Context: an optimization exercise on an open-source flow, tuned for small area and a short achievable clock period. The choices shown serve that exercise and are no tape-out recipe. The RTL was checked by simulation tests, not by an equivalence proof against the original design. No activity file was given, so power comes from the tool's default toggle rates.

File: flow/design.v
package rv_front_pkg;
    typedef enum logic [6:0] {
        OPCODE_RTYPE  = 7'b0110011,  
        OPCODE_ITYPE  = 7'b0010011,  
        OPCODE_LOAD   = 7'b0000011,
        OPCODE_STORE  = 7'b0100011,
        OPCODE_BRANCH = 7'b1100011,  
        OPCODE_JAL    = 7'b1101111,
        OPCODE_JALR   = 7'b1100111,
        OPCODE_LUI    = 7'b0110111,  
        OPCODE_AUIPC  = 7'b0010111   
    } opcode_e;
    localparam logic [2:0] FUNCT3_SLL     = 3'b001;
    localparam logic [2:0] FUNCT3_SRL_SRA = 3'b101;  
    localparam int REG_COUNT  = 32;                   
    localparam int REG_ADDR_W = $clog2(REG_COUNT);    
endpackage
module rv_front_top #(
    parameter int                DWIDTH     = 32,
    parameter int                AWIDTH     = 32,
    parameter logic [AWIDTH-1:0] RESET_PC   = '0,
    parameter int                IMEM_DEPTH = 64
)(
    input  logic                                clk,
    input  logic                                rst_n_i,
    input  logic                                imem_we_i,
    input  logic [$clog2(IMEM_DEPTH)-1:0]       imem_waddr_i,
    input  logic [DWIDTH-1:0]                   imem_wdata_i,
    input  logic                                stall_i,
    input  logic                                redirect_i,
    input  logic [AWIDTH-1:0]                   redirect_target_i,
    input  logic                                wb_en_i,
    input  logic [rv_front_pkg::REG_ADDR_W-1:0] wb_rd_i,
    input  logic [DWIDTH-1:0]                   wb_data_i,
    output logic [AWIDTH-1:0]                   pc_o,
    output logic [DWIDTH-1:0]                   insn_o,
    output logic [6:0]                          opcode_o,
    output logic [rv_front_pkg::REG_ADDR_W-1:0] rd_o,
    output logic [rv_front_pkg::REG_ADDR_W-1:0] rs1_o,
    output logic [rv_front_pkg::REG_ADDR_W-1:0] rs2_o,
    output logic [6:0]                          funct7_o,
    output logic [2:0]                          funct3_o,
    output logic [4:0]                          shamt_o,
    output logic [DWIDTH-1:0]                   imm_o,
    output logic [DWIDTH-1:0]                   rs1_data_o,
    output logic [DWIDTH-1:0]                   rs2_data_o
);
    localparam int IDX_W = $clog2(IMEM_DEPTH);
    localparam int NREG  = rv_front_pkg::REG_COUNT;
    localparam int RA_W  = rv_front_pkg::REG_ADDR_W;
    logic [AWIDTH-1:0]                  pc_q;
    logic [IMEM_DEPTH-1:0][DWIDTH-1:0]  mem_q;      
    logic [DWIDTH-1:0]                  insn_q;     
    logic [RA_W-1:0]                    rs1_q;      
    logic [RA_W-1:0]                    rs2_q;      
    logic [NREG-1:1][DWIDTH-1:0]        regs_q;     
    logic [NREG-1:1]                    valid_q;    
    logic [AWIDTH-1:0] pc_next;
    always_comb begin
        if (!rst_n_i)        pc_next = RESET_PC;
        else if (redirect_i) pc_next = redirect_target_i;
        else if (stall_i)    pc_next = pc_q;
        else                 pc_next = pc_q + AWIDTH'(4);
    end
    always_ff @(posedge clk) begin
        pc_q <= pc_next;
    end
    logic [IDX_W-1:0]      ridx;
    logic [IMEM_DEPTH-1:0] rsel;      
    logic [IMEM_DEPTH-1:0] wsel;      
    logic [DWIDTH-1:0]     rword;
    logic [DWIDTH-1:0]     insn_next;
    logic                  fwd;
    assign ridx = pc_next[IDX_W+1:2];
    always_comb begin
        for (int i = 0; i < IMEM_DEPTH; i++) begin
            rsel[i] = (ridx == IDX_W'(i));
            wsel[i] = imem_we_i && (imem_waddr_i == IDX_W'(i));
        end
    end
    always_comb begin
        rword = '0;
        for (int i = 0; i < IMEM_DEPTH; i++) begin
            rword = rword | (mem_q[i] & {DWIDTH{rsel[i]}});
        end
    end
    assign fwd       = imem_we_i && (imem_waddr_i == ridx);
    assign insn_next = fwd ? imem_wdata_i : rword;
    always_ff @(posedge clk) begin
        for (int i = 0; i < IMEM_DEPTH; i++) begin
            if (wsel[i]) mem_q[i] <= imem_wdata_i;
        end
    end
    logic [6:0]      op_n;
    logic            no_rs1_n;    
    logic            no_rs2_n;    
    logic [RA_W-1:0] rs1_next;
    logic [RA_W-1:0] rs2_next;
    assign op_n = insn_next[6:0];
    always_comb begin
        no_rs1_n = (op_n == rv_front_pkg::OPCODE_LUI)   ||
                   (op_n == rv_front_pkg::OPCODE_AUIPC) ||
                   (op_n == rv_front_pkg::OPCODE_JAL);
        no_rs2_n = no_rs1_n ||
                   (op_n == rv_front_pkg::OPCODE_ITYPE) ||
                   (op_n == rv_front_pkg::OPCODE_LOAD)  ||
                   (op_n == rv_front_pkg::OPCODE_JALR);
        rs1_next = no_rs1_n ? '0 : insn_next[19:15];
        rs2_next = no_rs2_n ? '0 : insn_next[24:20];
    end
    always_ff @(posedge clk) begin
        insn_q   <= insn_next;
        rs1_q    <= rs1_next;
        rs2_q    <= rs2_next;
    end
    logic is_op_n, is_opimm_n, is_load_n, is_jalr_n, is_store_n;
    logic is_branch_n, is_lui_n, is_auipc_n, is_jal_n, is_other_n;
    logic shift_n;
    always_comb begin
        is_op_n     = (op_n == rv_front_pkg::OPCODE_RTYPE);
        is_opimm_n  = (op_n == rv_front_pkg::OPCODE_ITYPE);
        is_load_n   = (op_n == rv_front_pkg::OPCODE_LOAD);
        is_jalr_n   = (op_n == rv_front_pkg::OPCODE_JALR);
        is_store_n  = (op_n == rv_front_pkg::OPCODE_STORE);
        is_branch_n = (op_n == rv_front_pkg::OPCODE_BRANCH);
        is_lui_n    = (op_n == rv_front_pkg::OPCODE_LUI);
        is_auipc_n  = (op_n == rv_front_pkg::OPCODE_AUIPC);
        is_jal_n    = (op_n == rv_front_pkg::OPCODE_JAL);
        is_other_n  = !(is_op_n || is_opimm_n || is_load_n || is_jalr_n ||
                        is_store_n || is_branch_n || is_lui_n ||
                        is_auipc_n || is_jal_n);
        shift_n     = (insn_next[14:12] == rv_front_pkg::FUNCT3_SLL) ||
                      (insn_next[14:12] == rv_front_pkg::FUNCT3_SRL_SRA);
    end
    logic fmt_i_q, fmt_s_q, fmt_b_q, fmt_u_q, fmt_j_q;    
    logic rd_en_q, f3_en_q, f7_en_q, sh_en_q;            
    always_ff @(posedge clk) begin
        fmt_i_q <= is_opimm_n || is_load_n || is_jalr_n;
        fmt_s_q <= is_store_n;
        fmt_b_q <= is_branch_n;
        fmt_u_q <= is_lui_n || is_auipc_n;
        fmt_j_q <= is_jal_n;
        rd_en_q <= !(is_store_n || is_branch_n);
        f3_en_q <= !(is_lui_n || is_auipc_n || is_jal_n);
        f7_en_q <= is_op_n || (is_opimm_n && shift_n) || is_other_n;
        sh_en_q <= (is_opimm_n && shift_n) || is_other_n;
    end
    logic [DWIDTH-1:0] imm_i, imm_s, imm_b, imm_u, imm_j;
    assign pc_o     = pc_q;
    assign insn_o   = insn_q;
    assign opcode_o = insn_q[6:0];
    assign rs1_o    = rs1_q;
    assign rs2_o    = rs2_q;
    assign rd_o     = insn_q[11:7]  & {5{rd_en_q}};
    assign funct3_o = insn_q[14:12] & {3{f3_en_q}};
    assign funct7_o = insn_q[31:25] & {7{f7_en_q}};
    assign shamt_o  = insn_q[24:20] & {5{sh_en_q}};
    assign imm_i = {{20{insn_q[31]}}, insn_q[31:20]};
    assign imm_s = {{20{insn_q[31]}}, insn_q[31:25], insn_q[11:7]};
    assign imm_b = {{19{insn_q[31]}}, insn_q[31], insn_q[7],
                    insn_q[30:25], insn_q[11:8], 1'b0};
    assign imm_u = {insn_q[31:12], 12'b0};
    assign imm_j = {{11{insn_q[31]}}, insn_q[31], insn_q[19:12],
                    insn_q[20], insn_q[30:21], 1'b0};
    assign imm_o = (imm_i & {DWIDTH{fmt_i_q}}) |
                   (imm_s & {DWIDTH{fmt_s_q}}) |
                   (imm_b & {DWIDTH{fmt_b_q}}) |
                   (imm_u & {DWIDTH{fmt_u_q}}) |
                   (imm_j & {DWIDTH{fmt_j_q}});
    logic [NREG-1:1] wb_sel;
    always_comb begin
        for (int i = 1; i < NREG; i++) begin
            wb_sel[i] = wb_en_i && (wb_rd_i == RA_W'(i));
        end
    end
    always_ff @(posedge clk) begin
        for (int i = 1; i < NREG; i++) begin
            if (wb_sel[i]) regs_q[i] <= wb_data_i;
        end
    end
    always_ff @(posedge clk) begin
        if (!rst_n_i) valid_q <= '0;
        else          valid_q <= valid_q | wb_sel;
    end
    logic [NREG-1:1]   valid_next;
    logic [NREG-1:1]   sel1_next, sel2_next;
    logic [NREG-1:1]   sel1_q, sel2_q;
    logic [DWIDTH-1:0] rd1, rd2;
    logic              wb_nz;
    logic              byp1, byp2;
    assign valid_next = rst_n_i ? (valid_q | wb_sel) : '0;
    always_comb begin
        for (int i = 1; i < NREG; i++) begin
            sel1_next[i] = (rs1_next == RA_W'(i)) && valid_next[i];
            sel2_next[i] = (rs2_next == RA_W'(i)) && valid_next[i];
        end
    end
    always_ff @(posedge clk) begin
        sel1_q <= sel1_next;
        sel2_q <= sel2_next;
    end
    always_comb begin
        rd1 = '0;
        rd2 = '0;
        for (int i = 1; i < NREG; i++) begin
            rd1 = rd1 | (regs_q[i] & {DWIDTH{sel1_q[i]}});
            rd2 = rd2 | (regs_q[i] & {DWIDTH{sel2_q[i]}});
        end
    end
    assign wb_nz = (wb_rd_i != '0);
    assign byp1  = wb_en_i && wb_nz && (wb_rd_i == rs1_q);
    assign byp2  = wb_en_i && wb_nz && (wb_rd_i == rs2_q);
    assign rs1_data_o = byp1 ? wb_data_i : rd1;
    assign rs2_data_o = byp2 ? wb_data_i : rd2;
endmodule
File: flow/run.sh
#!/bin/bash
# synth_recipe.tcl (not shown) runs the flow's synth.tcl, then flattens the netlist and writes it again
# the make line also repeats each setting of config.mk as NAME=value (left out here)
make -C /OpenROAD-flow-scripts/flow DESIGN_CONFIG=/design/flow/config.mk WORK_HOME=/design/flow/orfs CLKGATE_MAP_FILE= SYNTH_SCRIPT=/design/flow/synth_recipe.tcl finish
File: flow/config.mk
export PLATFORM = sky130hd
export DESIGN_NAME = rv_front_top
export DESIGN_NICKNAME = rv_front_top
export VERILOG_FILES = /design/flow/design.v
export SDC_FILE = /design/flow/constraint.sdc
export NUM_CORES = 4
export LEC_CHECK = 0
export CAP_MARGIN = 20
export CORE_MARGIN = 2
export CORE_UTILIZATION = 50
export SETUP_SLACK_MARGIN = 3.0
export SLEW_MARGIN = 20
File: flow/constraint.sdc
create_clock -name core_clock -period 8.5 [get_ports {clk}]
set_input_delay 1.7000 -clock core_clock [delete_from_list [all_inputs] [get_ports {clk}]]
set_output_delay 1.7000 -clock core_clock [all_outputs]
set_load 0.01 [all_outputs]
==> flow_summary.yaml, run 1 <==
routing:
  drtIter0Drc: 20900
  drt_first_pass_iters: 11
  vias_per_cell: 7.80
  route.vias.total: 91063
  drc: 0
  drt_wl_total_um: 567000
  wl_per_cell_um: 48.5
  drtAntennaViolNets: 0
floorplan:
  die_h_um: 501
  die_area_um2: 251000
  core-area_um2: 246000
  die_w_um: 501
  io_pins: 310
  rows: 182
  start_util: 0.503
synth:
  synth-compound-area-share: 0.148
  muxShareOfSynthArea: 0.00602
  synth_fa_ha_area_frac: 0.000101
  synth_edf_count: 3040
  ys_async_sr_fraction: 0
  synth.ff_latch_count: 3216
  synth_xor_area_frac: 0.00255
  synth_top_family_by_area: "compound AO/OA/AOI/OAI gates"
  yosysSeqAreaShare: 0.766
  synth_simple_gate_area_frac: 0.0579
  syn_area_per_cell_um2: 16.5
  ys_types: 112
  synth_cells: 7520
  synth_area_um2: 124000
  yosysWarnings: 1
  synthFlopType: "edfxtp_1"
critical_path:
  crit_family: "simple AND/OR/NAND/NOR gates"
  cp_num_buf_inv: 5
  critical_path.max_stage_delay_ns: 0.69
  crit_path_cell_trace: "clkbuf_4 -> nand3b_1 -> or3_4 -> nand3_4 -> buf_12 -> buf_4 -> buf_6 -> nor3_2 -> nand2_1 -> o211ai_1 -> or4_1 -> o32a_1 -> or4_1 -> a21oi_4 -> buf_12 -> nor4_1"
  critPathMaxFanout: 37
  start_kind: "primary input"
  cp-end-kind: "flip-flop"
  slowest_stage: "or4_1"
  crit_required_ns: 9.30
  critPathKind: "in -> reg"
  arrival_ns: 6.37
placed_design:
  dp_slack_ns: 0.659
  port_buffers: 309
  gp_congestion: 0.985
  hpwlAfterDp_um: 310000
outcome:
  outcome: "complete, no violations"
grt:
  grt_overflow: 0
  antenna_found_initial: 33
  grt_max_degree: 67
  grt_pass1_vias: 84616
  grt_pass1_wl_um: 748000
  track_usage: 0.442
clocking:
  cts.sink_count: 3216
  postCtsHoldBufs: 0
  cts_max_level: 5
  root_buffer: "clkbuf_16"
  worstSkewPairLatency_ns: 1.01
  cts_tree: "built"
  clockBufferDepth: 4
  path_clk_slew_ns: 0.06
  numCtsBuffers: 344
sta:
  setup_viol: 0
  finalMaxSlewViolations: 0
  fin_crit_sh: 0.655
  rsz0062_at_grt: "yes"
  finClkSkew_ns: 0.0758
  worst_pin_slew_ns: 1.31
  finalCriticalPeriod_ns: 5.57
  fmax_mhz: 180
  fin_setup_tns_ns: 0
  relSlewSlack: 0.125
  postLayoutSetupSlackWorst_ns: 2.93
  hold_slack_ns: 0.525
  hold_viol: 0
power_and_ir_drop:
  power.total_mw: 34.9
  p_per_area_nw_per_um2: 240
  vdd_drop_max_mv: 0.230
  leakage_nw: 46.4
final_layout:
  fin_util: 0.591
  nFillCells: 18503
  mostFrequentLayoutCell: "edfxtp_1"
  final_nets: 8298
  drive_gt1_frac: 0.168
  layout_common_cells: "edfxtp_1, a22oi_1, buf_4"
  syn_to_final_growth_pct: 17.6
min_path:
  hold_path.class: "reg -> reg"
job:
  drv_cap: 0
-- sequential cells by signal, summed over array words and instances (netlist names), 31 cells and up --
signal	cells
valid_q	31
sel1_q	31
regs_q	992
mem_q	2048
insn_q	32
pc_q	32
sel2_q	31
-- repair_timing --
action,CTS,global route
pin swaps,34,18
setup buffers,77,31
resized for setup,244,62
gates cloned,11,1
endpoints found under the hold margin,0,0
endpoints found under the setup margin,175,111
-- cells in the mapped netlist, drive strengths merged, types with 29 or more instances --
| master | instances | area, um^2 |
|---|---|---|
| a222oi | 147 | 1470 |
| a221o | 29 | 290 |
| edfxtp | 3040 | 91300 |
| nor4 | 105 | 818 |
| a211oi | 42 | 325 |
| inv | 54 | 208 |
| o21ai | 84 | 428 |
| a221oi | 395 | 3460 |
| nor2 | 304 | 1140 |
| clkbuf | 313 | 1170 |
| a22o | 387 | 3390 |
| nand4 | 233 | 1460 |
| buf | 175 | 978 |
| a22oi | 769 | 5770 |
| a21oi | 193 | 985 |
| nand3 | 202 | 1020 |
| mux2i | 49 | 515 |
| nor3 | 139 | 741 |
| dfxtp | 176 | 3520 |
| nand2 | 220 | 833 |
| and3 | 33 | 206 |
-- tightest hold or removal path: stages (launching register included) --
cell and delay, ns:
dfxtp_1 0.34, mux2i_1 0.08, nor2_1 0.08
-- final timing paths --
| kind | from | end | slack (ns) | cells past startpoint |
|---|---|---|---|---|
| hold / removal | pc_q[1] | pc_q[1] | 0.52 | 2 |
| setup reg to reg | pc_q[2] | sel1_q[31] | 3.07 | 16 |
| hold reg to reg | pc_q[1] | pc_q[1] | 0.52 | 2 |
| setup / recovery | stall_i | sel1_q[3] | 2.93 | 16 |
-- routing by layer --
layer / global-route usage / wire, um / vias up
met5: 0 / 251 / -
met4: 0.323 / 54900 / 26
met3: 0.164 / 96100 / 2802
met2: 0.636 / 238000 / 10040
met1: 0.548 / 178000 / 44966
li1: - / - / 33229
-- cell type report --
cell class | instances | area [um^2] | share of cell area
flip-flops and latches | 3216 | 95000 | 0.653
multi-input cells | 3768 | 28500 | 0.196
clock buffers | 426 | 9180 | 0.0631
repair buffers | 796 | 7020 | 0.0483
well taps | 3220 | 4030 | 0.0277
clock inverters | 176 | 1440 | 0.00989
inverters | 55 | 251 | 0.00173
diodes | 20 | 50.0 | 0.000344
repair inverters | 3 | 26.3 | 0.000181
-- cells by family (layout without fill, tap and decap cells) --
group / count (synthesis) / in the layout
AOI/OAI and AO/OA: 2287 / 2287
and+or+nand+nor: 1368 / 1375
DFF: 3216 / 3216
buffers and inverters: 543 / 1456
xor gates and xnor gates: 36 / 36
muxes: 69 / 69
adders and majority gates: 1 / 1
other: 0 / 20
-- through the flow --
stage | cells | cell area [um^2]
floorplan | 7520 | 124000
global placement | 10930 | 133000
detailed placement | 10935 | 133000
CTS | 11625 | 145000
global route | 11667 | 145000
finish | 11680 | 145000
-- where the power goes --
| group | switching, mW | internal (mW) |
|---|---|---|
| clock | 6.24 | 8.27 |
| sequential | 0.304 | 17.5 |
| combinational | 1.75 | 0.840 |
| total | 8.30 | 26.6 |
==> run 2, diff against run 1 <==
==> flow/flow/run.sh (new file) <==
#!/bin/bash
# Layout flow: the standard flow (standard.sh), with the port buffers
# that global placement inserts made plain buf_4 cells instead of the
# default pick, so the sizing repair can resize them. Every port still
# gets its buffer.
set -euo pipefail
cat >> config.mk <<'EOC'
export BUFFER_PORTS_ARGS = -buffer_cell sky130_fd_sc_hd__buf_4
EOC
bash standard.sh > standard_flow.log 2>&1
==> flow/standard.sh (new file) <==
#!/bin/bash
# synth_recipe.tcl (not shown) runs the flow's synth.tcl, then flattens the netlist and writes it again
# the make line also repeats each setting of config.mk as NAME=value (left out here)
make -C /OpenROAD-flow-scripts/flow DESIGN_CONFIG=/design/flow/config.mk WORK_HOME=/design/flow/orfs CLKGATE_MAP_FILE= SYNTH_SCRIPT=/design/flow/synth_recipe.tcl "${@:-finish}"
--- a/flow/config.mk
+++ b/flow/config.mk
@@ -10,3 +10,4 @@
 export CORE_UTILIZATION = 50
 export SETUP_SLACK_MARGIN = 3.0
 export SLEW_MARGIN = 20
+export BUFFER_PORTS_ARGS = -buffer_cell sky130_fd_sc_hd__buf_4
removed: flow/run.sh
==> flow_summary.yaml, run 2 <==
floorplan:
  io_pins: 310
  die_h_um: 501
  core-area_um2: 246000
  start_util: 0.503
  die_area_um2: 251000
  rows: 182
  die_w_um: 501
outcome:
  outcome: "complete, no violations"
synth:
  yosysTopAreaCell: "edfxtp_1"
  synthTopCellsByCount: "edfxtp_1, a22oi_1, a221oi_1"
  synth_area_um2: 124000
  ys_async_sr_fraction: 0
  synth_most_common_cell: "edfxtp_1"
  yosysSeqAreaShare: 0.766
  synth.top_cell.area_share: 0.738
  syn_area_per_cell_um2: 16.5
  synth_cells: 7520
  yosysWarnings: 1
  synth.ff_latch_count: 3216
  synth_edf_count: 3040
  synthFlopType: "edfxtp_1"
  ys_types: 112
  synthTopCellsByArea: "edfxtp_1, a22oi_1, dfxtp_1"
power_and_ir_drop:
  power_frac_comb: 0.068
  power.total_mw: 34.8
  p_int_mw: 26.7
  p_clk_frac: 0.420
  vdd_drop_max_mv: 0.283
  switching_share: 0.235
  leakage_nw: 46.0
  p_switching_mw: 8.18
  p_per_area_nw_per_um2: 242
  pwr-share-seq: 0.512
sta:
  finalCriticalPeriod_ns: 5.60
  relSlewSlack: 0.129
  rsz0062_at_grt: "no"
  worst_pin_slew_ns: 1.30
  finalMaxSlewViolations: 0
  fmax_mhz: 179
  fin_setup_tns_ns: 0
  hold_viol: 0
  fin_crit_sh: 0.659
  setup_viol: 0
  finClkSkew_ns: 0.0634
final_layout:
  reg_top3: "mem_q (2048), regs_q (992)"
  seq_area_um2: 95000
  postLayoutCellArea_um2: 144000
  syn_to_final_growth_pct: 16.3
  layout_common_cells: "edfxtp_1, a22oi_1, buf_4"
  largest_register_ff_count: 2048
  multi_input_area_um2: 28300
  fin_util: 0.585
  drive_gt1_frac: 0.185
  nFillCells: 18633
  regMostFlops: "mem_q"
  final_nets: 8197
  mostFrequentLayoutCell: "edfxtp_1"
critical_path:
  crit_start: "sel2_q[10]"
  rr_startpoint: "pc_q[3]"
  critPathKind: "reg -> out"
  critPathMaxFanout: 20
  start_kind: "flip-flop"
  crit_required_ns: 6.80
  cp-end-kind: "primary output"
  arrival_ns: 3.90
  reg2reg_setup_slack_ns: 3.11
clocking:
  clockBufferDepth: 4
  worstSkewPairLatency_ns: 1.00
  cts_max_level: 5
  postCtsHoldBufs: 0
  cts.sink_count: 3216
  numCtsBuffers: 344
  root_buffer: "clkbuf_16"
  path_clk_slew_ns: 0.06
  cts_tree: "built"
routing:
  drt_first_pass_iters: 10
  drt_wl_total_um: 560000
  drc: 0
  route.vias.total: 90317
  vias_per_cell: 7.81
  drtIter0Drc: 18989
  drtAntennaViolNets: 0
  wl_per_cell_um: 48.4
placed_design:
  hpwlAfterDp_um: 302000
  port_buffers: 309
  placed_cell_area_um2: 132000
  gp_congestion: 0.949
job:
  drv_cap: 0
grt:
  grt_max_degree: 67
  met3_usage: 0.149
  busiest_layer: "met2"
  grt_overflow: 0
  track_usage: 0.437
  grt_pass1_vias: 84183
  grt_pass1_wl_um: 739000
  grt_use_met1: 0.539
  gr-usage-met2: 0.635
  antenna_found_initial: 28
min_path:
  holdCritStartpoint: "pc_q[0]"
  hold_path.class: "reg -> reg"
## run 2: path summary, 6_finish.rpt
kind,to,cells past startpoint
min reg2reg,pc_q[0],2
max reg2reg,sel2_q[15],17
max,rs2_data_o[11],6
min,pc_q[0],2
## run 2: cell families after synthesis
kind of cell	count (synthesis)	synth area share
AO/OA/AOI/OAI	2287	0.148
XOR/XNOR	36	0.00255
adder cells (fa/ha/maj)	1	0.000101
buffers and inverters	543	0.0191
flip-flops	3216	0.766
multiplexers	69	0.00602
AND/OR/NAND/NOR	1368	0.0579
## run 2: routing by layer
| layer | vias up | share of wire |
|---|---|---|
| met4 | 16 | 0.098 |
| li1 | 33011 | - |
| met3 | 2681 | 0.16 |
| met1 | 44916 | 0.32 |
| met5 | - | 0.00020 |
| met2 | 9693 | 0.42 |
## run 2: stage by stage
stage | hold WS [ns] | std cells | worst slack, ns
3_5_place_dp | 0.503 | 10866 | 1.12
6_report | 0.510 | 11571 | 2.90
3_3_place_gp | 0.481 | 10864 | 0.677
4_1_cts | 0.514 | 11502 | 2.92
5_1_grt | 0.540 | 11557 | 3.01
2_1_floorplan | 0.474 | 7520 | 3.09
## run 2: power groups by stage
| stage | Sequential, mW | Clock, mW | Combinational, mW |
|---|---|---|---|
| 6_report | 17.8 | 14.6 | 2.37 |
| 5_1_grt | 17.8 | 15.2 | 2.40 |
| 4_1_cts | 17.8 | 14.6 | 2.22 |
| 3_5_place_dp | 18.2 | 0 | 2.07 |
| 3_3_place_gp | 18.2 | 0 | 2.04 |
| 2_1_floorplan | 18.0 | 0 | 0.877 |
## run 2: repair_timing
item	CTS	global route
pin swaps	22	24
endpoints found under the hold margin	0	0
resized for setup	70	45
endpoints found under the setup margin	159	81
buffers inserted	39	43
gates cloned	4	3
## run 2: worst max-delay path, stage by stage (launching register included)
cell	delay [ns]
dfxtp_2	0.66
buf_4	0.46
a221oi_1	0.41
nand4_1	0.13
nor3_1	0.86
a21oi_1	0.17
buf_4	0.21
## run 2: layout make-up
class / instances / share of cell area
clock buffer: 445 / 0.0645
antenna: 21 / 0.000365
sequential: 3216 / 0.660
multi-input combinational: 3766 / 0.197
clock inverter: 148 / 0.00980
tap: 3220 / 0.0280
timing repair buffer: 698 / 0.0386
inverter: 55 / 0.00176
timing repair inverter: 2 / 0.000122
==> run 3, diff against run 2 <==
--- a/flow/design.v
+++ b/flow/design.v
@@ -15,6 +15,83 @@
     localparam int REG_COUNT  = 32;                   
     localparam int REG_ADDR_W = $clog2(REG_COUNT);    
 endpackage
+module rvf_aoi222 (
+    input  logic a0, b0, a1, b1, a2, b2,
+    output logic y
+);
+    assign y = ~((a0 & b0) | (a1 & b1) | (a2 & b2));
+endmodule
+module rvf_nand4 (
+    input  logic a, b, c, d,
+    output logic y
+);
+    assign y = ~(a & b & c & d);
+endmodule
+module rvf_nor3 (
+    input  logic a, b, c,
+    output logic y
+);
+    assign y = ~(a | b | c);
+endmodule
+module rvf_nand2 (
+    input  logic a, b,
+    output logic y
+);
+    assign y = ~(a & b);
+endmodule
+module rvf_sel66 (
+    input  logic [65:0] s,
+    input  logic [65:0] d,
+    output logic        y
+);
+    logic [21:0] l1;    
+    logic [5:0]  l2;    
+    logic [1:0]  l3;    
+    logic [23:0] l1p;
+    for (genvar i = 0; i < 22; i++) begin : g_l1
+        rvf_aoi222 u (.a0(s[3*i]), .b0(d[3*i]), .a1(s[3*i+1]), .b1(d[3*i+1]),
+                      .a2(s[3*i+2]), .b2(d[3*i+2]), .y(l1[i]));
+    end
+    assign l1p = {2'b11, l1};
+    for (genvar i = 0; i < 6; i++) begin : g_l2
+        rvf_nand4 u (.a(l1p[4*i]), .b(l1p[4*i+1]), .c(l1p[4*i+2]),
+                     .d(l1p[4*i+3]), .y(l2[i]));
+    end
+    rvf_nor3  u_l3a (.a(l2[0]), .b(l2[1]), .c(l2[2]), .y(l3[0]));
+    rvf_nor3  u_l3b (.a(l2[3]), .b(l2[4]), .c(l2[5]), .y(l3[1]));
+    rvf_nand2 u_l4  (.a(l3[0]), .b(l3[1]), .y(y));
+endmodule
+module rvf_sel33n (
+    input  logic [32:0] s,
+    input  logic [32:0] d,
+    output logic        y_n
+);
+    logic [10:0] l1;
+    logic [11:0] l1p;
+    logic [2:0]  l2;
+    for (genvar i = 0; i < 11; i++) begin : g_l1
+        rvf_aoi222 u (.a0(s[3*i]), .b0(d[3*i]), .a1(s[3*i+1]), .b1(d[3*i+1]),
+                      .a2(s[3*i+2]), .b2(d[3*i+2]), .y(l1[i]));
+    end
+    assign l1p = {1'b1, l1};
+    for (genvar i = 0; i < 3; i++) begin : g_l2
+        rvf_nand4 u (.a(l1p[4*i]), .b(l1p[4*i+1]), .c(l1p[4*i+2]),
+                     .d(l1p[4*i+3]), .y(l2[i]));
+    end
+    rvf_nor3 u_l3 (.a(l2[0]), .b(l2[1]), .c(l2[2]), .y(y_n));
+endmodule
+module rvf_byp8 (
+    input  logic [4:0] wb_rd,
+    input  logic [4:0] rs,
+    input  logic       wb_act,      
+    input  logic [7:0] wb_data,
+    input  logic [7:0] rd_n,        
+    output logic [7:0] y
+);
+    logic hit;
+    assign hit = wb_act && (wb_rd == rs);
+    assign y   = hit ? wb_data : ~rd_n;
+endmodule
 module rv_front_top #(
     parameter int                DWIDTH     = 32,
     parameter int                AWIDTH     = 32,
@@ -68,7 +145,6 @@
     logic [IDX_W-1:0]      ridx;
     logic [IMEM_DEPTH-1:0] rsel;      
     logic [IMEM_DEPTH-1:0] wsel;      
-    logic [DWIDTH-1:0]     rword;
     logic [DWIDTH-1:0]     insn_next;
     logic                  fwd;
     assign ridx = pc_next[IDX_W+1:2];
@@ -78,14 +154,20 @@
             wsel[i] = imem_we_i && (imem_waddr_i == IDX_W'(i));
         end
     end
-    always_comb begin
-        rword = '0;
-        for (int i = 0; i < IMEM_DEPTH; i++) begin
-            rword = rword | (mem_q[i] & {DWIDTH{rsel[i]}});
-        end
-    end
-    assign fwd       = imem_we_i && (imem_waddr_i == ridx);
-    assign insn_next = fwd ? imem_wdata_i : rword;
+    logic [IMEM_DEPTH-1:0] rsel_m;    
+    assign fwd    = imem_we_i && (imem_waddr_i == ridx);
+    assign rsel_m = rsel & ~wsel;
+    for (genvar b = 0; b < DWIDTH; b++) begin : g_rd
+        logic [IMEM_DEPTH-1:0] col;
+        for (genvar i = 0; i < IMEM_DEPTH; i++) begin : g_col
+            assign col[i] = mem_q[i][b];
+        end
+        rvf_sel66 u_sel (
+            .s ({1'b0, fwd, rsel_m}),
+            .d ({1'b0, imem_wdata_i[b], col}),
+            .y (insn_next[b])
+        );
+    end
     always_ff @(posedge clk) begin
         for (int i = 0; i < IMEM_DEPTH; i++) begin
             if (wsel[i]) mem_q[i] <= imem_wdata_i;
@@ -185,9 +267,6 @@
     logic [NREG-1:1]   valid_next;
     logic [NREG-1:1]   sel1_next, sel2_next;
     logic [NREG-1:1]   sel1_q, sel2_q;
-    logic [DWIDTH-1:0] rd1, rd2;
-    logic              wb_nz;
-    logic              byp1, byp2;
     assign valid_next = rst_n_i ? (valid_q | wb_sel) : '0;
     always_comb begin
         for (int i = 1; i < NREG; i++) begin
@@ -199,17 +278,27 @@
         sel1_q <= sel1_next;
         sel2_q <= sel2_next;
     end
-    always_comb begin
-        rd1 = '0;
-        rd2 = '0;
-        for (int i = 1; i < NREG; i++) begin
-            rd1 = rd1 | (regs_q[i] & {DWIDTH{sel1_q[i]}});
-            rd2 = rd2 | (regs_q[i] & {DWIDTH{sel2_q[i]}});
-        end
-    end
-    assign wb_nz = (wb_rd_i != '0);
-    assign byp1  = wb_en_i && wb_nz && (wb_rd_i == rs1_q);
-    assign byp2  = wb_en_i && wb_nz && (wb_rd_i == rs2_q);
-    assign rs1_data_o = byp1 ? wb_data_i : rd1;
-    assign rs2_data_o = byp2 ? wb_data_i : rd2;
-endmodule
+    logic [DWIDTH-1:0] rd1_n, rd2_n;    
+    logic              wb_act;
+    for (genvar b = 0; b < DWIDTH; b++) begin : g_rf
+        logic [NREG-1:1] col;
+        for (genvar i = 1; i < NREG; i++) begin : g_col
+            assign col[i] = regs_q[i][b];
+        end
+        rvf_sel33n u_sel1 (.s({2'b00, sel1_q}), .d({2'b00, col}), .y_n(rd1_n[b]));
+        rvf_sel33n u_sel2 (.s({2'b00, sel2_q}), .d({2'b00, col}), .y_n(rd2_n[b]));
+    end
+    assign wb_act = wb_en_i && (wb_rd_i != '0);
+    for (genvar k = 0; k < DWIDTH / 8; k++) begin : g_byp
+        rvf_byp8 u_byp1 (
+            .wb_rd (wb_rd_i), .rs (rs1_q), .wb_act (wb_act),
+            .wb_data (wb_data_i[8*k +: 8]), .rd_n (rd1_n[8*k +: 8]),
+            .y (rs1_data_o[8*k +: 8])
+        );
+        rvf_byp8 u_byp2 (
+            .wb_rd (wb_rd_i), .rs (rs2_q), .wb_act (wb_act),
+            .wb_data (wb_data_i[8*k +: 8]), .rd_n (rd2_n[8*k +: 8]),
+            .y (rs2_data_o[8*k +: 8])
+        );
+    end
+endmodule
--- a/flow/config.mk
+++ b/flow/config.mk
@@ -10,4 +10,6 @@
 export CORE_UTILIZATION = 50
 export SETUP_SLACK_MARGIN = 3.0
 export SLEW_MARGIN = 20
+export SYNTH_HIERARCHICAL = 1
+export SYNTH_MINIMUM_KEEP_SIZE = 0
 export BUFFER_PORTS_ARGS = -buffer_cell sky130_fd_sc_hd__buf_4
==> flow_summary.yaml, run 3 <==
final_layout:
  multi_input_area_um2: 26300
  layout_common_cells: "edfxtp_1, a222oi_1, buf_4"
  largest_register_ff_count: 2048
  syn_to_final_growth_pct: 18.8
  mostFrequentLayoutCell: "edfxtp_1"
  drive_gt1_frac: 0.197
  regMostFlops: "mem_q"
  final_nets: 7581
  nFillCells: 17397
  seq_area_um2: 94800
  reg_top3: "mem_q (2048), regs_q (992)"
routing:
  drt_first_pass_iters: 13
  route.vias.total: 77561
  wl_per_cell_um: 38.7
  vias_per_cell: 7.13
  drc: 0
  drt_wl_total_um: 421000
  drtIter0Drc: 17478
  drtAntennaViolNets: 0
sta:
  setup_viol: 0
  postLayoutSetupSlackWorst_ns: 3.00
  finClkSkew_ns: 0.0635
  fin_crit_sh: 0.648
  rsz0062_at_grt: "yes"
  fin_setup_tns_ns: 0
  hold_viol: 0
  fmax_mhz: 182
  relSlewSlack: 0.279
  finalMaxSlewViolations: 0
  finalCriticalPeriod_ns: 5.50
  worst_pin_slew_ns: 1.08
synth:
  yosysWarnings: 7
  synth_fa_ha_area_frac: 0.000105
  synth_simple_gate_area_frac: 0.0546
  synth_most_common_cell: "edfxtp_1"
  synth.ff_latch_count: 3216
  yosysSeqAreaShare: 0.799
  muxShareOfSynthArea: 0.00630
  synth-compound-area-share: 0.126
  synth_top_family_by_area: "compound AO/OA/AOI/OAI gates"
  synth_edf_count: 3040
  synthTopCellsByArea: "edfxtp_1, a222oi_1, dfxtp_1"
  syn_area_per_cell_um2: 19.1
  synthTopCellsByCount: "edfxtp_1, a222oi_1, nand4_1"
  synthFlopType: "edfxtp_1"
  ys_types: 68
  synth_area_um2: 119000
  yosysTopAreaCell: "edfxtp_1"
  synth_cells: 6198
  ys_async_sr_fraction: 0
  synth_xor_area_frac: 0.00495
  synth.top_cell.area_share: 0.770
power_and_ir_drop:
  power.total_mw: 33.4
  leakage_nw: 45.2
  vdd_drop_max_mv: 0.182
  p_per_area_nw_per_um2: 237
critical_path:
  crit_path_cell_trace: "buf_4 -> inv_4 -> a2111oi_4 -> buf_4 -> o21ba_2 -> nand2_2 -> nor3_4 -> buf_4 -> a222oi_1 -> nand4_1 -> nor3_4 -> nand2_1 -> or2_2 -> a211o_1 -> a21oi_4 -> or3_4 -> nor3_1"
  critical_path.max_stage_delay_ns: 0.39
  arrival_ns: 6.30
  rr_startpoint: "pc_q[4]"
  r2r-end: "sel2_q[25]"
  cp-end-kind: "flip-flop"
  critPathMaxFanout: 32
  crit_cells: 17
  crit_family: "simple AND/OR/NAND/NOR gates"
  slowest_stage: "a222oi_1"
  crit_required_ns: 9.30
  reg2reg_setup_slack_ns: 3.21
  start_kind: "primary input"
  cp_num_buf_inv: 4
  cpMostUsedCell: "buf_4"
  ff2ff_path_depth: 16
  critPathKind: "in -> reg"
  crit_start: "rst_n_i"
  endpoint: "sel2_q[25]"
placed_design:
  dp_slack_ns: 1.08
  gp_congestion: 0.924
  hpwlAfterDp_um: 250000
  port_buffers: 309
floorplan:
  die_h_um: 491
  start_util: 0.503
  die_area_um2: 241000
  io_pins: 310
  core-area_um2: 236000
  die_w_um: 491
  rows: 178
grt:
  track_usage: 0.339
  gr-usage-met2: 0.528
  busiest_layer: "met2"
  grt_pass1_wl_um: 574000
  grt_use_met1: 0.436
  antenna_found_initial: 19
  met3_usage: 0.0746
  grt_max_degree: 66
  grt_overflow: 0
  grt_pass1_vias: 73738
clocking:
  cts_tree: "built"
  worstSkewPairLatency_ns: 0.95
  cts_max_level: 5
  cts.sink_count: 3216
  postCtsHoldBufs: 0
  path_clk_slew_ns: 0.06
  root_buffer: "clkbuf_16"
  clockBufferDepth: 4
  numCtsBuffers: 338
job:
  drv_cap: 0
min_path:
  hold_path.class: "reg -> reg"
outcome:
  outcome: "complete, no violations"
## run 3: routing by layer
| layer | vias to the layer above | share of wire |
|---|---|---|
| met5 | - | 0.00014 |
| met4 | 6 | 0.073 |
| met3 | 1258 | 0.13 |
| met2 | 6156 | 0.46 |
| met1 | 39161 | 0.34 |
| li1 | 30980 | - |
## run 3: repair_timing
action | 4_1_cts | 5_1_grt
pin swaps | 18 | 21
resized for setup | 79 | 21
setup buffers | 37 | 26
endpoints found under the setup margin | 141 | 90
## run 3: logic make-up (layout without fill, tap and decap cells)
group                      Yosys count  count (layout)
adders and majority gates            1               1
muxes                               74              74
other                               97             466
xor gates and xnor gates            67              67
AOI/OAI and AO/OA                 1537            1537
buffers and inverters              162            1324
DFF                               3216            3216
and+or+nand+nor                   1044            1044
## run 3: tightest hold or removal path, stage by stage, from the launching register on
cell and delay [ns]:
dfxtp_1 0.32, mux2i_1 0.07, nor2_1 0.08
## run 3: area by class of cell
type,count,area share
antenna,18,0.000320
clock buffer,405,0.0632
clock inverter,179,0.0115
inverter,107,0.00290
multi-input combinational,3171,0.187
sequential,3216,0.673
tap,3150,0.0280
timing repair buffer,633,0.0345
## run 3: worst min path at each step
stage | from | endpoint | slack [ns] | cells after the start
2_1_floorplan | valid_q[31] | valid_q[31] | 0.49 | 2
3_3_place_gp | pc_q[1] | pc_q[1] | 0.51 | 2
3_5_place_dp | pc_q[0] | pc_q[0] | 0.51 | 2
4_1_cts | pc_q[0] | pc_q[0] | 0.52 | 2
5_1_grt | pc_q[0] | pc_q[0] | 0.55 | 2
6_report | pc_q[0] | pc_q[0] | 0.51 | 2
## run 3: power breakdown
| part | switching [mW] | internal [mW] | total, mW |
|---|---|---|---|
| clock network | 5.94 | 8.31 | 14.3 |
| registers | 0.138 | 17.5 | 17.6 |
| logic | 1.09 | 0.410 | 1.50 |
| total | 7.17 | 26.2 | 33.4 |
## run 3: modules after synthesis, one instance, submodules excluded
module        copies in the design  area (um^2)
rv_front_top                     1        98900
rvf_byp8                         8          178
rvf_nand4                      384         6.26
rvf_aoi222                    1408         10.0
rvf_sel33n                      64         3.75
rvf_sel66                       32         3.75
rvf_nor3                       128         10.0
rvf_nand2                       32         3.75
## run 3: stage by stage
step           std cells  utilization  hold slack, ns  area [um^2]
2_1_floorplan       6549            -           0.486       121000
5_1_grt            10868        0.598           0.552       141000
6_report           10879        0.598           0.514       141000
4_1_cts            10835        0.596           0.524       141000
3_5_place_dp       10214        0.549           0.510       129000
3_3_place_gp       10214        0.549           0.507       129000
==> run 4, diff against run 3 <==
--- a/flow/design.v
+++ b/flow/design.v
@@ -21,12 +21,24 @@
 );
     assign y = ~((a0 & b0) | (a1 & b1) | (a2 & b2));
 endmodule
+module rvf_aoi22 (
+    input  logic a0, b0, a1, b1,
+    output logic y
+);
+    assign y = ~((a0 & b0) | (a1 & b1));
+endmodule
 module rvf_nand4 (
     input  logic a, b, c, d,
     output logic y
 );
     assign y = ~(a & b & c & d);
 endmodule
+module rvf_nand3 (
+    input  logic a, b, c,
+    output logic y
+);
+    assign y = ~(a & b & c);
+endmodule
 module rvf_nor3 (
     input  logic a, b, c,
     output logic y
@@ -39,53 +51,73 @@
 );
     assign y = ~(a & b);
 endmodule
-module rvf_sel66 (
-    input  logic [65:0] s,
-    input  logic [65:0] d,
+module rvf_sel65 (
+    input  logic [64:0] s,
+    input  logic [64:0] d,
     output logic        y
 );
     logic [21:0] l1;    
-    logic [5:0]  l2;    
-    logic [1:0]  l3;    
-    logic [23:0] l1p;
-    for (genvar i = 0; i < 22; i++) begin : g_l1
+    logic [5:0]  l2;
+    logic [1:0]  l3;
+    for (genvar i = 0; i < 21; i++) begin : g_l1
         rvf_aoi222 u (.a0(s[3*i]), .b0(d[3*i]), .a1(s[3*i+1]), .b1(d[3*i+1]),
                       .a2(s[3*i+2]), .b2(d[3*i+2]), .y(l1[i]));
     end
-    assign l1p = {2'b11, l1};
-    for (genvar i = 0; i < 6; i++) begin : g_l2
-        rvf_nand4 u (.a(l1p[4*i]), .b(l1p[4*i+1]), .c(l1p[4*i+2]),
-                     .d(l1p[4*i+3]), .y(l2[i]));
+    rvf_aoi22 u_l1_last (.a0(s[63]), .b0(d[63]), .a1(s[64]), .b1(d[64]), .y(l1[21]));
+    for (genvar i = 0; i < 4; i++) begin : g_l2
+        rvf_nand4 u (.a(l1[4*i]), .b(l1[4*i+1]), .c(l1[4*i+2]),
+                     .d(l1[4*i+3]), .y(l2[i]));
     end
+    rvf_nand3 u_l2_4 (.a(l1[16]), .b(l1[17]), .c(l1[18]), .y(l2[4]));
+    rvf_nand3 u_l2_5 (.a(l1[19]), .b(l1[20]), .c(l1[21]), .y(l2[5]));
     rvf_nor3  u_l3a (.a(l2[0]), .b(l2[1]), .c(l2[2]), .y(l3[0]));
     rvf_nor3  u_l3b (.a(l2[3]), .b(l2[4]), .c(l2[5]), .y(l3[1]));
     rvf_nand2 u_l4  (.a(l3[0]), .b(l3[1]), .y(y));
 endmodule
-module rvf_sel33n (
-    input  logic [32:0] s,
-    input  logic [32:0] d,
+module rvf_sel31n (
+    input  logic [30:0] s,
+    input  logic [30:0] d,
     output logic        y_n
 );
     logic [10:0] l1;
-    logic [11:0] l1p;
     logic [2:0]  l2;
-    for (genvar i = 0; i < 11; i++) begin : g_l1
+    for (genvar i = 0; i < 10; i++) begin : g_l1
         rvf_aoi222 u (.a0(s[3*i]), .b0(d[3*i]), .a1(s[3*i+1]), .b1(d[3*i+1]),
                       .a2(s[3*i+2]), .b2(d[3*i+2]), .y(l1[i]));
     end
-    assign l1p = {1'b1, l1};
-    for (genvar i = 0; i < 3; i++) begin : g_l2
-        rvf_nand4 u (.a(l1p[4*i]), .b(l1p[4*i+1]), .c(l1p[4*i+2]),
-                     .d(l1p[4*i+3]), .y(l2[i]));
-    end
-    rvf_nor3 u_l3 (.a(l2[0]), .b(l2[1]), .c(l2[2]), .y(y_n));
+    rvf_nand2 u_l1_last (.a(s[30]), .b(d[30]), .y(l1[10]));
+    rvf_nand4 u_l2_0 (.a(l1[0]), .b(l1[1]), .c(l1[2]), .d(l1[3]), .y(l2[0]));
+    rvf_nand4 u_l2_1 (.a(l1[4]), .b(l1[5]), .c(l1[6]), .d(l1[7]), .y(l2[1]));
+    rvf_nand3 u_l2_2 (.a(l1[8]), .b(l1[9]), .c(l1[10]), .y(l2[2]));
+    rvf_nor3  u_l3   (.a(l2[0]), .b(l2[1]), .c(l2[2]), .y(y_n));
+endmodule
+module rvf_rsel (
+    input  logic a, a_d,
+    input  logic b, b_d,
+    input  logic c, c_d,
+    input  logic w,
+    output logic y
+);
+    assign y = ((a & a_d) | (b & b_d) | (c & c_d)) & ~w;
 endmodule
 module rvf_byp8 (
     input  logic [4:0] wb_rd,
     input  logic [4:0] rs,
     input  logic       wb_act,      
     input  logic [7:0] wb_data,
-    input  logic [7:0] rd_n,        
+    input  logic [7:0] rd,
+    output logic [7:0] y
+);
+    logic hit;
+    assign hit = wb_act && (wb_rd == rs);
+    assign y   = hit ? wb_data : rd;
+endmodule
+module rvf_byp8n (
+    input  logic [4:0] wb_rd,
+    input  logic [4:0] rs,
+    input  logic       wb_act,      
+    input  logic [7:0] wb_data,
+    input  logic [7:0] rd_n,
     output logic [7:0] y
 );
     logic hit;
@@ -142,29 +174,55 @@
     always_ff @(posedge clk) begin
         pc_q <= pc_next;
     end
-    logic [IDX_W-1:0]      ridx;
-    logic [IMEM_DEPTH-1:0] rsel;      
+    localparam logic [IDX_W-1:0] RST_IDX = RESET_PC[IDX_W+1:2];
+    logic [IDX_W-1:0]      cur_idx;
+    logic [IMEM_DEPTH-1:0] dec_tgt, dec_cur, dec_inc;
     logic [IMEM_DEPTH-1:0] wsel;      
+    logic [IMEM_DEPTH-1:0] rsel;      
+    logic                  c_rst, c_tgt, c_cur, c_inc;
+    logic                  fwd;       
     logic [DWIDTH-1:0]     insn_next;
-    logic                  fwd;
-    assign ridx = pc_next[IDX_W+1:2];
+    assign cur_idx = pc_q[IDX_W+1:2];
+    assign c_rst = !rst_n_i;
+    assign c_tgt = rst_n_i && redirect_i;
+    assign c_cur = rst_n_i && !redirect_i && stall_i;
+    assign c_inc = rst_n_i && !redirect_i && !stall_i;
     always_comb begin
         for (int i = 0; i < IMEM_DEPTH; i++) begin
-            rsel[i] = (ridx == IDX_W'(i));
-            wsel[i] = imem_we_i && (imem_waddr_i == IDX_W'(i));
+            dec_tgt[i] = (redirect_target_i[IDX_W+1:2] == IDX_W'(i));
+            dec_cur[i] = (cur_idx == IDX_W'(i));
+            wsel[i]    = imem_we_i && (imem_waddr_i == IDX_W'(i));
+        end
+        dec_inc = {dec_cur[IMEM_DEPTH-2:0], dec_cur[IMEM_DEPTH-1]};
+    end
+    for (genvar i = 0; i < IMEM_DEPTH; i++) begin : g_rsel
+        if (i == RST_IDX) begin : g_r
+            assign rsel[i] = ((c_rst) || (c_tgt && dec_tgt[i]) ||
+                              (c_cur && dec_cur[i]) || (c_inc && dec_inc[i])) &&
+                             !wsel[i];
+        end else begin : g_n
+            rvf_rsel u_rsel (
+                .a (c_tgt), .a_d (dec_tgt[i]),
+                .b (c_cur), .b_d (dec_cur[i]),
+                .c (c_inc), .c_d (dec_inc[i]),
+                .w (wsel[i]),
+                .y (rsel[i])
+            );
         end
     end
-    logic [IMEM_DEPTH-1:0] rsel_m;    
-    assign fwd    = imem_we_i && (imem_waddr_i == ridx);
-    assign rsel_m = rsel & ~wsel;
+    assign fwd = imem_we_i &&
+                 ((c_rst && (imem_waddr_i == RST_IDX)) ||
+                  (c_tgt && (imem_waddr_i == redirect_target_i[IDX_W+1:2])) ||
+                  (c_cur && (imem_waddr_i == cur_idx)) ||
+                  (c_inc && (imem_waddr_i == cur_idx + IDX_W'(1))));
     for (genvar b = 0; b < DWIDTH; b++) begin : g_rd
         logic [IMEM_DEPTH-1:0] col;
         for (genvar i = 0; i < IMEM_DEPTH; i++) begin : g_col
             assign col[i] = mem_q[i][b];
         end
-        rvf_sel66 u_sel (
-            .s ({1'b0, fwd, rsel_m}),
-            .d ({1'b0, imem_wdata_i[b], col}),
+        rvf_sel65 u_sel (
+            .s ({fwd, rsel}),
+            .d ({imem_wdata_i[b], col}),
             .y (insn_next[b])
         );
     end
@@ -270,8 +328,8 @@
     assign valid_next = rst_n_i ? (valid_q | wb_sel) : '0;
     always_comb begin
         for (int i = 1; i < NREG; i++) begin
-            sel1_next[i] = (rs1_next == RA_W'(i)) && valid_next[i];
-            sel2_next[i] = (rs2_next == RA_W'(i)) && valid_next[i];
+            sel1_next[i] = (insn_next[19:15] == RA_W'(i)) && !no_rs1_n && valid_next[i];
+            sel2_next[i] = (insn_next[24:20] == RA_W'(i)) && !no_rs2_n && valid_next[i];
         end
     end
     always_ff @(posedge clk) begin
@@ -285,17 +343,17 @@
         for (genvar i = 1; i < NREG; i++) begin : g_col
             assign col[i] = regs_q[i][b];
         end
-        rvf_sel33n u_sel1 (.s({2'b00, sel1_q}), .d({2'b00, col}), .y_n(rd1_n[b]));
-        rvf_sel33n u_sel2 (.s({2'b00, sel2_q}), .d({2'b00, col}), .y_n(rd2_n[b]));
+        rvf_sel31n u_sel1 (.s(sel1_q), .d(col), .y_n(rd1_n[b]));
+        rvf_sel31n u_sel2 (.s(sel2_q), .d(col), .y_n(rd2_n[b]));
     end
     assign wb_act = wb_en_i && (wb_rd_i != '0);
     for (genvar k = 0; k < DWIDTH / 8; k++) begin : g_byp
-        rvf_byp8 u_byp1 (
+        rvf_byp8n u_byp1 (
             .wb_rd (wb_rd_i), .rs (rs1_q), .wb_act (wb_act),
             .wb_data (wb_data_i[8*k +: 8]), .rd_n (rd1_n[8*k +: 8]),
             .y (rs1_data_o[8*k +: 8])
         );
-        rvf_byp8 u_byp2 (
+        rvf_byp8n u_byp2 (
             .wb_rd (wb_rd_i), .rs (rs2_q), .wb_act (wb_act),
             .wb_data (wb_data_i[8*k +: 8]), .rd_n (rd2_n[8*k +: 8]),
             .y (rs2_data_o[8*k +: 8])
==> flow_summary.yaml, run 4 <==
routing:
  drc: 0
  vias_per_cell: 7.27
  wl_per_cell_um: 39.2
  drt_first_pass_iters: 13
  drtIter0Drc: 17041
  route.vias.total: 77026
  drt_wl_total_um: 415000
  drtAntennaViolNets: 0
sta:
  finalMaxSlewViolations: 0
  relSlewSlack: 0.230
  fin_setup_tns_ns: 0
  rsz0062_at_grt: "no"
  setup_viol: 0
  hold_viol: 0
  finalCriticalPeriod_ns: 5.58
  fin_crit_sh: 0.656
  fmax_mhz: 179
  finClkSkew_ns: 0.0495
  worst_pin_slew_ns: 1.15
clocking:
  postCtsHoldBufs: 0
  clockBufferDepth: 4
  worstSkewPairLatency_ns: 0.95
  cts_max_level: 5
  numCtsBuffers: 340
  cts.sink_count: 3216
  cts_tree: "built"
  root_buffer: "clkbuf_16"
  path_clk_slew_ns: 0.06
synth:
  synthFlopType: "edfxtp_1"
  synthTopCellsByArea: "edfxtp_1, a222oi_1, dfxtp_1"
  yosysWarnings: 7
  muxShareOfSynthArea: 0.00564
  synth_simple_gate_area_frac: 0.0594
  synth.ff_latch_count: 3216
  synth_fa_ha_area_frac: 0.000421
  ys_async_sr_fraction: 0
  synthTopCellsByCount: "edfxtp_1, a222oi_1, nor2_1"
  synth_area_um2: 119000
  syn_area_per_cell_um2: 18.8
  synth_edf_count: 3040
  synth_top_family_by_area: "compound AO/OA/AOI/OAI gates"
  yosysSeqAreaShare: 0.797
  yosysTopAreaCell: "edfxtp_1"
  synth-compound-area-share: 0.125
  synth_xor_area_frac: 0.00626
  synth_cells: 6323
  synth.top_cell.area_share: 0.768
  ys_types: 55
  synth_most_common_cell: "edfxtp_1"
critical_path:
  ff2ff_path_depth: 11
  arrival_ns: 6.40
  cp-end-kind: "flip-flop"
  start_kind: "primary input"
  crit_required_ns: 9.32
  critPathMaxFanout: 39
  reg2reg_setup_slack_ns: 3.07
  r2r-end: "sh_en_q"
  rr_startpoint: "pc_q[7]"
  slowest_stage: "nor3_4"
  critPathKind: "in -> reg"
  crit_path_cell_trace: "buf_8 -> clkinv_1 -> and3_4 -> buf_6 -> a222oi_1 -> nor2_4 -> buf_6 -> a222oi_1 -> nand4_1 -> nor3_4 -> nand2_4 -> or3b_2 -> nor3_1"
  critical_path.max_stage_delay_ns: 0.64
final_layout:
  mostFrequentLayoutCell: "edfxtp_1"
  postLayoutCellArea_um2: 139000
  largest_register_ff_count: 2048
  drive_gt1_frac: 0.195
  layout_common_cells: "edfxtp_1, a222oi_1, buf_4"
  nFillCells: 17652
  regMostFlops: "mem_q"
  reg_top3: "mem_q (2048), regs_q (992)"
  final_nets: 7286
  fin_util: 0.587
  syn_to_final_growth_pct: 17.1
min_path:
  whs_endpoint: "pc_q[1]"
  holdCritStartpoint: "pc_q[1]"
  hold_path.class: "reg -> reg"
  hold_depth: 2
power_and_ir_drop:
  vdd_drop_max_mv: 0.201
  p_per_area_nw_per_um2: 239
  power.total_mw: 33.2
  leakage_nw: 44.1
floorplan:
  die_w_um: 492
  die_h_um: 492
  die_area_um2: 242000
  core-area_um2: 237000
  start_util: 0.501
  io_pins: 310
  rows: 179
placed_design:
  hpwlAfterDp_um: 247000
  gp_congestion: 0.979
  placed_cell_area_um2: 128000
  port_buffers: 309
grt:
  grt_pass1_vias: 73050
  antenna_found_initial: 18
  grt_max_degree: 66
  grt_pass1_wl_um: 569000
  grt_overflow: 0
  track_usage: 0.333
outcome:
  outcome: "complete, no violations"
job:
  drv_cap: 0
-- run 4: cell types whose count changed in the layout (fill, tap and decap cells not counted), moves of 33 or more --
| cell | previous run | this run |
|---|---|---|
| conb_1 | 448 | 0 |
| nor2_1 | 24 | 149 |
| nor3_4 | 71 | 19 |
| nand4_1 | 391 | 272 |
| buf_4 | 621 | 534 |
| a222oi_1 | 1408 | 1375 |
| nand2_1 | 81 | 167 |
| nor2_4 | 92 | 149 |
| nand3_1 | 13 | 152 |
-- run 4: area by class of cell --
class / instances / area [um^2] / share of cell area
Sequential cell: 3216 / 94800 / 0.681
Multi-Input combinational cell: 2934 / 25000 / 0.179
Clock buffer: 429 / 9010 / 0.0647
Timing Repair Buffer: 573 / 4470 / 0.0321
Tap cell: 3167 / 3960 / 0.0285
Clock inverter: 165 / 1560 / 0.0112
Inverter: 104 / 390 / 0.00280
Antenna cell: 11 / 27.5 / 0.000198
-- run 4: worst max-delay path, delay by kind of cell --
| family | cells | cell delay, ns |
|---|---|---|
| simple gates | 7 | 2.62 |
| buf+inv | 4 | 0.84 |
| compound gates | 2 | 1.12 |
-- run 4: how the worst max path moves through the flow --
stage / slack [ns] / endpoint / startpoint / cells past startpoint
after CTS: 2.81 / rs1_data_o[20] / wb_rd_i[0] / 6
after global placement: 1.40 / sel2_q[14] / redirect_i / 13
after floorplan: 2.81 / sel1_q[16] / rst_n_i / 13
final: 2.92 / sel2_q[14] / redirect_i / 13
after global routing: 3.00 / sel2_q[20] / redirect_target_i[3] / 16
after detailed placement: 1.29 / sel2_q[6] / redirect_i / 13
-- run 4: Yosys stat by module (local to each module, per instance), excerpt --
module        times used  area (um^2)  cells inside  flip-flops and latches
rvf_nor3             128         10.0             1                       0
rvf_nand3            128         5.00             1                       0
rv_front_top           1        99200          4053                    3216
rvf_nand4            256         6.26             1                       0
rvf_aoi22             32         12.5             1                       0
rvf_byp8n              8          178            24                       0
rvf_rsel              63         13.8             2                       0
-- run 4: report_power, final --
part / switching [mW] / total (mW) / internal, mW
clock: 5.95 / 14.3 / 8.33
sequential: 0.145 / 17.6 / 17.5
combinational: 0.942 / 1.29 / 0.344
total: 7.04 / 33.2 / 26.2
-- run 4: kinds of logic (layout without fill, tap and decap cells) --
group	Yosys count	after routing
buffers and inverters	176	1271
xor gates and xnor gates	85	85
DFF	3216	3216
other	0	11
AOI/OAI and AO/OA	1515	1515
muxes	67	67
and+or+nand+nor	1260	1263
adders and majority gates	4	4
-- run 4: timing repair --
action,4_1_cts,5_1_grt
gates resized for setup,80,43
endpoints found under the setup margin,129,89
cloned,2,1
pin swaps,9,22
setup buffers,2,6
-- run 4: through the flow --
stage	hold slack (ns)	std cells	worst slack (ns)
finish	0.548	10599	2.92
global route	0.587	10594	3.00
floorplan	0.486	6323	2.81
detailed placement	0.532	9983	1.29
global placement	0.511	9983	1.40
CTS	0.546	10581	2.81
-- run 4: metal layers --
layer	GRT usage	vias up	part of all wire
met5	0	-	0.00014
met4	0.186	10	0.066
met3	0.0780	1096	0.12
met2	0.521	6034	0.46
met1	0.432	39102	0.35
li1	-	30784	-
==> run 5, diff against run 4 <==
--- a/flow/design.v
+++ b/flow/design.v
@@ -100,6 +100,16 @@
 );
     assign y = ((a & a_d) | (b & b_d) | (c & c_d)) & ~w;
 endmodule
+module rvf_rsel_r (
+    input  logic r,
+    input  logic a, a_d,
+    input  logic b, b_d,
+    input  logic c, c_d,
+    input  logic w,
+    output logic y
+);
+    assign y = (r | (a & a_d) | (b & b_d) | (c & c_d)) & ~w;
+endmodule
 module rvf_byp8 (
     input  logic [4:0] wb_rd,
     input  logic [4:0] rs,
@@ -112,17 +122,35 @@
     assign hit = wb_act && (wb_rd == rs);
     assign y   = hit ? wb_data : rd;
 endmodule
+module rvf_mux2 (
+    input  logic a, b, s,
+    output logic y
+);
+    assign y = s ? b : a;
+endmodule
+module rvf_hit (
+    input  logic [4:0] wb_rd,
+    input  logic [4:0] rs,
+    input  logic       wb_act,
+    output logic       hit
+);
+    logic [4:0] eq;
+    assign eq  = ~(wb_rd ^ rs);
+    assign hit = &{eq, wb_act};
+endmodule
 module rvf_byp8n (
     input  logic [4:0] wb_rd,
     input  logic [4:0] rs,
-    input  logic       wb_act,      
+    input  logic       wb_act,
     input  logic [7:0] wb_data,
     input  logic [7:0] rd_n,
     output logic [7:0] y
 );
     logic hit;
-    assign hit = wb_act && (wb_rd == rs);
-    assign y   = hit ? wb_data : ~rd_n;
+    rvf_hit u_hit (.wb_rd(wb_rd), .rs(rs), .wb_act(wb_act), .hit(hit));
+    for (genvar i = 0; i < 8; i++) begin : g_m
+        rvf_mux2 u_m (.a(~rd_n[i]), .b(wb_data[i]), .s(hit), .y(y[i]));
+    end
 endmodule
 module rv_front_top #(
     parameter int                DWIDTH     = 32,
@@ -162,6 +190,8 @@
     logic [DWIDTH-1:0]                  insn_q;     
     logic [RA_W-1:0]                    rs1_q;      
     logic [RA_W-1:0]                    rs2_q;      
+    logic                               rs1_nz_q;   
+    logic                               rs2_nz_q;   
     logic [NREG-1:1][DWIDTH-1:0]        regs_q;     
     logic [NREG-1:1]                    valid_q;    
     logic [AWIDTH-1:0] pc_next;
@@ -197,9 +227,14 @@
     end
     for (genvar i = 0; i < IMEM_DEPTH; i++) begin : g_rsel
         if (i == RST_IDX) begin : g_r
-            assign rsel[i] = ((c_rst) || (c_tgt && dec_tgt[i]) ||
-                              (c_cur && dec_cur[i]) || (c_inc && dec_inc[i])) &&
-                             !wsel[i];
+            rvf_rsel_r u_rsel (
+                .r (c_rst),
+                .a (c_tgt), .a_d (dec_tgt[i]),
+                .b (c_cur), .b_d (dec_cur[i]),
+                .c (c_inc), .c_d (dec_inc[i]),
+                .w (wsel[i]),
+                .y (rsel[i])
+            );
         end else begin : g_n
             rvf_rsel u_rsel (
                 .a (c_tgt), .a_d (dec_tgt[i]),
@@ -252,6 +287,8 @@
         insn_q   <= insn_next;
         rs1_q    <= rs1_next;
         rs2_q    <= rs2_next;
+        rs1_nz_q <= (rs1_next != '0);
+        rs2_nz_q <= (rs2_next != '0);
     end
     logic is_op_n, is_opimm_n, is_load_n, is_jalr_n, is_store_n;
     logic is_branch_n, is_lui_n, is_auipc_n, is_jal_n, is_other_n;
@@ -337,7 +374,7 @@
         sel2_q <= sel2_next;
     end
     logic [DWIDTH-1:0] rd1_n, rd2_n;    
-    logic              wb_act;
+    logic              act1, act2;    
     for (genvar b = 0; b < DWIDTH; b++) begin : g_rf
         logic [NREG-1:1] col;
         for (genvar i = 1; i < NREG; i++) begin : g_col
@@ -346,15 +383,16 @@
         rvf_sel31n u_sel1 (.s(sel1_q), .d(col), .y_n(rd1_n[b]));
         rvf_sel31n u_sel2 (.s(sel2_q), .d(col), .y_n(rd2_n[b]));
     end
-    assign wb_act = wb_en_i && (wb_rd_i != '0);
+    assign act1 = wb_en_i && rs1_nz_q;
+    assign act2 = wb_en_i && rs2_nz_q;
     for (genvar k = 0; k < DWIDTH / 8; k++) begin : g_byp
         rvf_byp8n u_byp1 (
-            .wb_rd (wb_rd_i), .rs (rs1_q), .wb_act (wb_act),
+            .wb_rd (wb_rd_i), .rs (rs1_q), .wb_act (act1),
             .wb_data (wb_data_i[8*k +: 8]), .rd_n (rd1_n[8*k +: 8]),
             .y (rs1_data_o[8*k +: 8])
         );
         rvf_byp8n u_byp2 (
-            .wb_rd (wb_rd_i), .rs (rs2_q), .wb_act (wb_act),
+            .wb_rd (wb_rd_i), .rs (rs2_q), .wb_act (act2),
             .wb_data (wb_data_i[8*k +: 8]), .rd_n (rd2_n[8*k +: 8]),
             .y (rs2_data_o[8*k +: 8])
         );
--- a/flow/config.mk
+++ b/flow/config.mk
@@ -8,7 +8,7 @@
 export CAP_MARGIN = 20
 export CORE_MARGIN = 2
 export CORE_UTILIZATION = 50
-export SETUP_SLACK_MARGIN = 3.0
+export SETUP_SLACK_MARGIN = 3.6
 export SLEW_MARGIN = 20
 export SYNTH_HIERARCHICAL = 1
 export SYNTH_MINIMUM_KEEP_SIZE = 0
==> flow_summary.yaml, run 5 <==
outcome:
  outcome: "complete, no violations"
routing:
  drt_first_pass_iters: 11
  drc: 0
  route.vias.total: 79896
  vias_per_cell: 7.34
  drtAntennaViolNets: 0
critical_path:
  cp_num_buf_inv: 5
  critPathMaxFanout: 12
  start_kind: "primary input"
  r2r-end: "sel2_q[21]"
  ff2ff_path_depth: 17
  crit_cells: 17
  crit_family: "simple AND/OR/NAND/NOR gates"
  slowest_stage: "nor3_4"
  arrival_ns: 6.30
synth:
  yosysTopAreaCell: "edfxtp_1"
  synth-compound-area-share: 0.125
  synthTopCellsByArea: "edfxtp_1, a222oi_1, dfxtp_1"
  synthTopCellsByCount: "edfxtp_1, a222oi_1, nor2_1"
  synth_simple_gate_area_frac: 0.0583
  yosysSeqAreaShare: 0.796
  synth_top_family_by_area: "compound AO/OA/AOI/OAI gates"
  synth_most_common_cell: "edfxtp_1"
  synthFlopType: "edfxtp_1"
  muxShareOfSynthArea: 0.00840
  yosysWarnings: 7
  synth_fa_ha_area_frac: 0.000420
  ys_async_sr_fraction: 0
  synth_edf_count: 3040
  synth.ff_latch_count: 3218
  syn_area_per_cell_um2: 18.8
  synth_area_um2: 119000
grt:
  track_usage: 0.345
  grt_pass1_wl_um: 586000
  grt_max_degree: 66
  grt_pass1_vias: 74884
sta:
  finClkSkew_ns: 0.0709
  finalCriticalPeriod_ns: 5.47
  setup_viol: 0
  fin_setup_tns_ns: 0
  relSlewSlack: 0.134
  fin_crit_sh: 0.643
  rsz0062_at_grt: "yes"
  fmax_mhz: 183
  worst_pin_slew_ns: 1.29
final_layout:
  reg_top3: "mem_q (2048), regs_q (992)"
  largest_register_ff_count: 2048
  nFillCells: 17101
  seq_area_um2: 94900
  mostFrequentLayoutCell: "edfxtp_1"
placed_design:
  dp_slack_ns: 1.04
  post-place-cells: 9989
  gp_congestion: 0.944
  hpwlAfterDp_um: 245000
clocking:
  cts_max_level: 5
  cts.sink_count: 3218
  postCtsHoldBufs: 0
  clockBufferDepth: 4
  root_buffer: "clkbuf_16"
  path_clk_slew_ns: 0.06
  worstSkewPairLatency_ns: 0.98
floorplan:
  die_w_um: 492
  core-area_um2: 237000
  die_h_um: 492
  start_util: 0.502
  io_pins: 310
power_and_ir_drop:
  p_per_area_nw_per_um2: 232
  power.total_mw: 33.4
  leakage_nw: 46.6
min_path:
  whs_endpoint: "pc_q[0]"
[run 5: worst max path at each step]
stage / from / endpoint
5_1_grt: pc_q[2] / sel1_q[8]
2_1_floorplan: imem_waddr_i[5] / sel1_q[25]
4_1_cts: wb_rd_i[0] / rs2_data_o[26]
3_5_place_dp: rst_n_i / sel2_q[7]
3_3_place_gp: rst_n_i / sel2_q[10]
6_report: rst_n_i / sel2_q[21]
[run 5: layout make-up]
class | count | share of cell area
Inverter | 107 | 0.00286
Tap cell | 3167 | 0.0275
Sequential cell | 3218 | 0.659
Multi-Input combinational cell | 2968 | 0.182
Clock buffer | 423 | 0.0627
Timing Repair Buffer | 820 | 0.0560
Clock inverter | 169 | 0.0106
Antenna cell | 14 | 0.000243
[run 5: worst register-to-register path, delay by kind of cell (launching register included)]
family	cells	cell delay, ns
adder cells (fa/ha/maj)	1	0.32
buffers and inverters	3	0.53
AND/OR/NAND/NOR	10	2.92
flip-flops	1	0.49
AO/OA/AOI/OAI	3	1.02
[run 5: power breakdown]
part | switching, mW | internal [mW] | total [mW] | leakage [nW]
combinational | 1.06 | 0.453 | 1.51 | 12.6
clock | 6.00 | 8.27 | 14.3 | 5.15
sequential | 0.132 | 17.5 | 17.6 | 28.8
total | 7.19 | 26.2 | 33.4 | 46.6
[run 5: per-module statistics from Yosys (local to each module, per instance), a selection]
module        cell area, um^2  flip-flops and latches  cells
rvf_nand4                6.26                       0      1
rvf_mux2                 15.0                       0      1
rv_front_top            99200                    3218   4074
rvf_nand3                5.00                       0      1
rvf_aoi222               10.0                       0      1
rvf_rsel_r               17.5                       0      3
rvf_nor3                 10.0                       0      1
rvf_nand2                3.75                       0      1
rvf_hit                  56.3                       0      7
rvf_rsel                 13.8                       0      2
rvf_aoi22                12.5                       0      1
rvf_byp8n                30.0                       0      8
[run 5: per-stage QoR]
| stage | utilization | hold slack (ns) |
|---|---|---|
| after detailed placement | 0.540 | 0.507 |
| final | 0.607 | 0.518 |
| after global routing | 0.607 | 0.541 |
| after floorplan | - | 0.486 |
| after global placement | 0.540 | 0.491 |
| after CTS | 0.595 | 0.522 |
[run 5: cells by family (layout without fill, tap and decap cells)]
logic type	count (synthesis)	count (layout)
flip-flops	3218	3218
XOR/XNOR	82	82
other	0	14
buffers and inverters	178	1519
adder cells (fa/ha/maj)	4	4
AND/OR/NAND/NOR	1270	1294
multiplexers	68	68
AO/OA/AOI/OAI	1519	1520
[run 5: routing by layer]
layer,GRT usage,wire [um]
met1,0.437,146000
met3,0.0883,59300
met2,0.535,200000
met5,0.00176,82
met4,0.213,33800
[run 5: what timing repair did]
action / 4_1_cts / 5_1_grt
buffers inserted: 112 / 127
resized for setup: 304 / 265
cloned: 26 / 26
pin swaps: 172 / 150
endpoints found under the setup margin: 175 / 142

[static timing again, ports no longer ideal]
In the flow no input, the clock included, has a driving cell. The finished layouts below were timed again as built, in two steps. Step 1 sets driving cells, clkbuf_16 on the clock port and buf_2 on the other inputs (assumed; they add their load-dependent delay and slew). Step 2 times the ports against the registers' clock, not the clock port: input delays grow and output delays shrink by t, the midpoint of the rising clock arrivals with the driver on. a / b / c = no drivers / after step 1 / after step 2; a / b = the first two.
run | t, ns | setup WS [ns]
run 1 | 1.067 | 2.934 / 2.844 / 1.944
run 2 | 1.068 | 2.901 / 2.800 / 2.004
run 3 | 1.026 | 2.995 / 2.908 / 1.939
run 4 | 1.028 | 2.920 / 2.971 / 1.942
run 5 | 1.042 | 3.035 / 2.890 / 1.848
After both steps setup and hold are still met in every run listed.
